Source: an optimization exercise on an open RTL-to-GDS flow (aim: small area, a short achievable clock period and few clock cycles per item). Production flows keep margins and buffers that such runs may drop.
At most, simulation tests tie the RTL to the original design; equivalence was not proved.
Power figures rest on the tool's default switching activity, not on a simulated workload.

// conv_acc
module conv_acc
(
    input  logic        clk,
    input  logic        arst_n,
    input  logic        wb_cyc,
    input  logic        wb_stb,
    input  logic        wb_we,
    input  logic [1:0]  wb_adr,
    input  logic [31:0] wb_dat_i,
    output logic        wb_ack,
    output logic [31:0] wb_dat_o
);
Settings: LEC_CHECK=0, CAP_MARGIN=20, CORE_MARGIN=2, CORE_UTILIZATION=70, CTS_BUF_LIST=sky130_fd_sc_hd__clkbuf_16, CTS_CLUSTER_DIAMETER=120, CTS_CLUSTER_SIZE=30, PLACE_DENSITY=0.75, SETUP_SLACK_MARGIN=3.8, SLEW_MARGIN=20, SYNTH_HIERARCHICAL=1, TNS_END_PERCENT=100; clock period 7.0 ns.
run.sh (not shown) runs the stock make flow with config.mk's settings and CLKGATE_MAP_FILE= SYNTH_SCRIPT=/design/flow/synth_recipe.tcl, a recipe that flattens the netlist after the stock synthesis.
Testbench counts at the start, summed over its fixed seeds: cycles 9,600, items 3,200.
Edit:
Settings changed: CORE_UTILIZATION 70 to 75, PLACE_DENSITY 0.75 to default.
What happened: Power climbs slightly; via count increases by a few percent; worst hold slack is better by 0.017 ns; clock skew goes up by 0.0037 ns; count of clock-buffer cells in the layout is unchanged; register-to-register slack hardly moves; combinational power is about the same; final cell count is about the same; first-iteration DRC count drops by a few percent; sequential power stays flat; wire length is higher by a little under a tenth.
Edit:
Settings changed: CORE_UTILIZATION 75 to 70, SETUP_SLACK_MARGIN 3.8 to 3.72.
The new run produced a clean layout.
Hold slack degrades by 0.020 ns.
Cell count barely changes.
Non-clock buffer count decreases by 6.
Setup slack gains 0.0048 ns.
Synthesized cell count is unchanged.
Synthesized area does not change.
Edit:
Settings changed: CORE_UTILIZATION 70 to 60, SETUP_SLACK_MARGIN 3.72 to 3.8.
=>
- worst hold slack improves by 0.017 ns
- area after synthesis is unchanged
- clock power grows by about 1%
- cell count grows by about 5%
- final area grows by 1.1%
- non-clock buffer count grows by 8

========
conv_acc, a different RTL version from the one above (not shown whole).
Size in the first run: ~790 cells after synthesis, about 72 I/O pins, ~0.013 sq mm of cells after synthesis.
make LEC_CHECK=0 CAP_MARGIN=20 CORE_MARGIN=2 CORE_UTILIZATION=70 CTS_BUF_LIST=sky130_fd_sc_hd__clkbuf_16 CTS_CLUSTER_DIAMETER=120 CTS_CLUSTER_SIZE=30 SETUP_SLACK_MARGIN=3.8 SLEW_MARGIN=20 SYNTH_HIERARCHICAL=1 TNS_END_PERCENT=100 finish   # period 7.0 ns
The starting point finished clean.
Next try:
CORE_UTILIZATION = 60   (was 70)
After rerunning: Via count drops by 2.7%; wire length drops by 3.9%; synthesized cell count is unchanged.
Function was not checked in any run of this note: the RTL went through the layout flow alone.

========
conv_acc, a different RTL version from the one above (not shown whole).
For scale: ~800 cells after synthesis, roughly 72 I/O pins, ~13000 µm² of cells after synthesis.
// conv_acc
module conv_acc
(
    input  logic        clk,
    input  logic        arst_n,
    input  logic        wb_cyc,
    input  logic        wb_stb,
    input  logic        wb_we,
    input  logic [1:0]  wb_adr,
    input  logic [31:0] wb_dat_i,
    output logic        wb_ack,
    output logic [31:0] wb_dat_o
);
    localparam int DEPTH = conv_pkg::RES_DEPTH - 1;
    logic               req;
    logic               wr_operand;
    logic               rd_result;
    logic               wr_clear;
    logic               accept;
    logic               pop;
    logic               full;
    conv_pkg::operand_t op;
    logic [15:0]        cs_a;
    logic [15:0]        cs_b;
    logic               stage_v;
    logic [15:0]        st_a;
    logic [15:0]        st_b;
    logic [15:0]        mac;
    logic               head_v;
    logic [15:0]        head;
    logic [15:0]        mem [DEPTH];
    logic [4:0]         nrsel;
    logic [4:0]         rsel;
    logic               more;
    logic               shift;
    logic               take;
    logic               head_en;
    logic [DEPTH-1:0]   pick;
    logic [15:0]        oldest;
    logic [15:0]        head_d;
    logic               overflow;
    logic               underflow;
    logic               busy;
    logic [3:0]         status;
    assign req        = wb_cyc && wb_stb;
    assign wb_ack     = req;
    assign wr_operand = req &&  wb_we && !wb_adr[1] && !wb_adr[0];
    assign rd_result  = req && !wb_we && !wb_adr[1] &&  wb_adr[0];
    assign wr_clear   = req &&  wb_we &&  wb_adr[1] &&  wb_adr[0];
    assign rsel   = ~nrsel;
    assign more   = !rsel[4];
    assign full   = head_v && ((rsel == 5'd14) || (stage_v && (rsel == 5'd13)));
    assign accept = wr_operand && !full;
    assign pop    = rd_result && head_v;
    assign shift   = stage_v && head_v && (more || !pop);
    assign take    = pop && more;
    assign head_en = pop || (stage_v && !head_v);
    always_ff @(posedge clk or negedge arst_n) begin
        if (!arst_n) begin
            stage_v   <= 1'b0;
  ...
==> flow/config.mk <==
export PLATFORM = sky130hd
export DESIGN_NAME = conv_acc
export DESIGN_NICKNAME = conv_acc
export VERILOG_FILES = /design/flow/design.v
export SDC_FILE = /design/flow/constraint.sdc
export NUM_CORES = 4
export LEC_CHECK = 0
export CAP_MARGIN = 20
export CORE_MARGIN = 2
export CORE_UTILIZATION = 65
export CTS_BUF_LIST = sky130_fd_sc_hd__clkbuf_16
export CTS_CLUSTER_DIAMETER = 120
export CTS_CLUSTER_SIZE = 30
export SETUP_SLACK_MARGIN = 3.8
export SLEW_MARGIN = 20
export SYNTH_HIERARCHICAL = 1
export TNS_END_PERCENT = 100
==> flow/constraint.sdc <==
create_clock -name core_clock -period 7.0 [get_ports {clk}]
set_input_delay 1.4000 -clock core_clock [delete_from_list [all_inputs] [get_ports {clk}]]
set_output_delay 1.4000 -clock core_clock [all_outputs]
set_load 0.01 [all_outputs]
Then changed:
- CORE_UTILIZATION: 65 -> 70
Power is about the same.
Count of clock-buffer cells in the layout is unchanged.
Via count went up by 1.9%.
Hold slack hardly moves.
Worst setup slack degrades by 0.0088 ns.
Synthesized cell count is unchanged.
No run of this note included a check of the RTL's function; only the layout flow was run.

========
Setup of try-indigo:
conv_acc with an RTL version that a note above also has.
Size: about 830 cells after synthesis.
==> flow/config.mk <==
export PLATFORM = sky130hd
export DESIGN_NAME = conv_acc
export DESIGN_NICKNAME = conv_acc
export VERILOG_FILES = /design/flow/design.v
export SDC_FILE = /design/flow/constraint.sdc
export NUM_CORES = 4
export LEC_CHECK = 0
export CAP_MARGIN = 20
export CORE_MARGIN = 2
export CORE_UTILIZATION = 70
export CTS_BUF_LIST = sky130_fd_sc_hd__clkbuf_16
export CTS_CLUSTER_DIAMETER = 120
export CTS_CLUSTER_SIZE = 30
export SETUP_SLACK_MARGIN = 3.8
export SLEW_MARGIN = 20
export SYNTH_HIERARCHICAL = 1
export TNS_END_PERCENT = 20
==> flow/constraint.sdc <==
create_clock -name core_clock -period 7.0 [get_ports {clk}]
set_input_delay 1.4000 -clock core_clock [delete_from_list [all_inputs] [get_ports {clk}]]
set_output_delay 1.4000 -clock core_clock [all_outputs]
set_load 0.01 [all_outputs]
try-indigo ran to completion and came out clean on the timing, design-rule and antenna checks.
Testbench counts of try-indigo, summed over its fixed seeds: cycles 9,600, items 3,200.
### try-indigo -> try-harbor
Settings: TNS_END_PERCENT: 20 -> 100.
### Flow results
- Relative to try-indigo, the final estimated routing congestion in global placement measured on try-harbor has decreased slightly.
- Diff try-indigo -> try-harbor: static leakage lower, setup slack higher, critical path depth higher, met1 track utilization from global routing higher.
- From try-indigo to try-harbor the numbers moved as follows: met2 layer usage reported by global route grew by 0.99 points, total number of vias grew by 36, global-route total usage across every layer grew by 0.78 points.
- try-indigo -> try-harbor: post-route core utilization flat
- Cell count delta (try-harbor -> try-indigo): insignificant
Relative to try-harbor, the following input files were edited for try-garnet:
Settings: BUFFER_PORTS_ARGS now -buffer_cell sky130_fd_sc_hd__buf_1, previously not set.
==> flow/flow/run.sh (new file) <==
#!/bin/bash
# The standard layout, with plain buffers (resized later as timing needs)
# on the ports instead of the delay cells port buffering picks by default.
set -e
cat >> config.mk <<'EOC'
export BUFFER_PORTS_ARGS = -buffer_cell sky130_fd_sc_hd__buf_1
EOC
bash standard.sh > standard.log 2>&1
==> flow/standard.sh (new file) <==
#!/bin/bash
# synth_recipe.tcl (not shown) runs the flow's synth.tcl, then flattens the netlist and writes it again
# the make line also repeats each setting of config.mk as NAME=value (left out here)
make -C /OpenROAD-flow-scripts/flow DESIGN_CONFIG=/design/flow/config.mk WORK_HOME=/design/flow/orfs CLKGATE_MAP_FILE= SYNTH_SCRIPT=/design/flow/synth_recipe.tcl "${@:-finish}"
removed: flow/run.sh
Notes after the runs:
Clock latency of the later-clocked register in the worst-skew pair across try-harbor and try-garnet: no real change. Going from try-harbor to try-garnet, core utilization did not really move; detailed-route wire length did not really move.
Inputs modified between try-garnet and try-violet:
Settings: setting IO_CONSTRAINTS to /design/flow/flow/io.tcl for the first time; removing BUFFER_PORTS_ARGS (formerly -buffer_cell sky130_fd_sc_hd__buf_1).
==> flow/flow/run.sh <==
#!/bin/bash
# The standard layout, with the bus control, address and read data pins
# placed together on one edge (flow/io.tcl).
set -e
echo "export IO_CONSTRAINTS = $PWD/flow/io.tcl" >> config.mk
bash standard.sh > standard.log 2>&1
==> flow/flow/io.tcl (new file) <==
# Keep the bus control, address and read data pins together on one edge:
# the read data is a gate or two from the address and the head register.
set_io_pin_constraint -group -order -region left:* -pin_names {
  wb_dat_o[15] wb_dat_o[14] wb_dat_o[13] wb_dat_o[12]
  wb_dat_o[11] wb_dat_o[10] wb_dat_o[9] wb_dat_o[8]
  wb_dat_o[7] wb_dat_o[6] wb_dat_o[5] wb_dat_o[4]
  wb_ack wb_cyc wb_stb wb_adr[0] wb_adr[1]
  wb_dat_o[3] wb_dat_o[2] wb_dat_o[1] wb_dat_o[0]
}
| maximum cell stage delay along the critical path | lower: try-violet |
Finished layout cell area on try-violet is up relative to try-garnet.
try-violet reports its critical path capture point as wb_dat_o[1] while try-garnet reports wb_dat_o[11].
Against try-garnet as the reference, try-violet delivers a lower first-pass GRT wire length.
In the flow results for try-violet and try-garnet, the power is larger on try-violet.

-- port drivers added, routing unchanged --
How much do the figures lean on ideal ports? The routed layouts below were timed once more, with nothing changed but the port constraints. Step 1, drivers: a clkbuf_16 drives clk and a buf_2 each remaining input, both assumed. Step 2, shift: input delay + t, output delay - t, t = (earliest + latest rising clock arrival at the registers) / 2. This alone moves slack from input paths to output paths. a / b / c = ideal ports / drivers / drivers and shift; a / b = the first two.
| run | shift t [ns] | slack for setup (ns) | worst slew at a driven data input, ns |
|---|---|---|---|
| the first run of note 1 | 0.529 | 3.708 / 3.487 / 3.223 | 0.31 |
| the second run of note 1 | 0.526 | 3.701 / 3.504 / 3.216 | 0.28 |
| the third run of note 1 | 0.522 | 3.706 / 3.501 / 3.170 | 0.26 |
| the fourth run of note 1 | 0.525 | 3.717 / 3.484 / 3.126 | 0.32 |
| the first run of note 2 | 0.521 | 3.543 / 3.488 / 3.293 | 0.10 |
| the second run of note 2 | 0.522 | 3.538 / 3.410 / 3.259 | 0.15 |
| the first run of note 3 | 0.535 | 3.632 / 3.445 / 3.162 | 0.30 |
| the second run of note 3 | 0.531 | 3.624 / 3.456 / 3.133 | 0.28 |
| try-indigo | 0.535 | 3.695 / 3.490 / 3.229 | 0.26 |
| try-harbor | 0.529 | 3.708 / 3.487 / 3.223 | 0.31 |
| try-garnet | 0.518 | 3.703 / 3.457 / 3.066 | 0.33 |
| try-violet | 0.520 | 3.694 / 3.554 / 3.208 | 0.20 |
After both steps setup and hold are still met in every run listed. For try-garnet, which loses most, drivers alone change the setup slack by -0.246 ns; drivers and shift together by -0.637 ns.
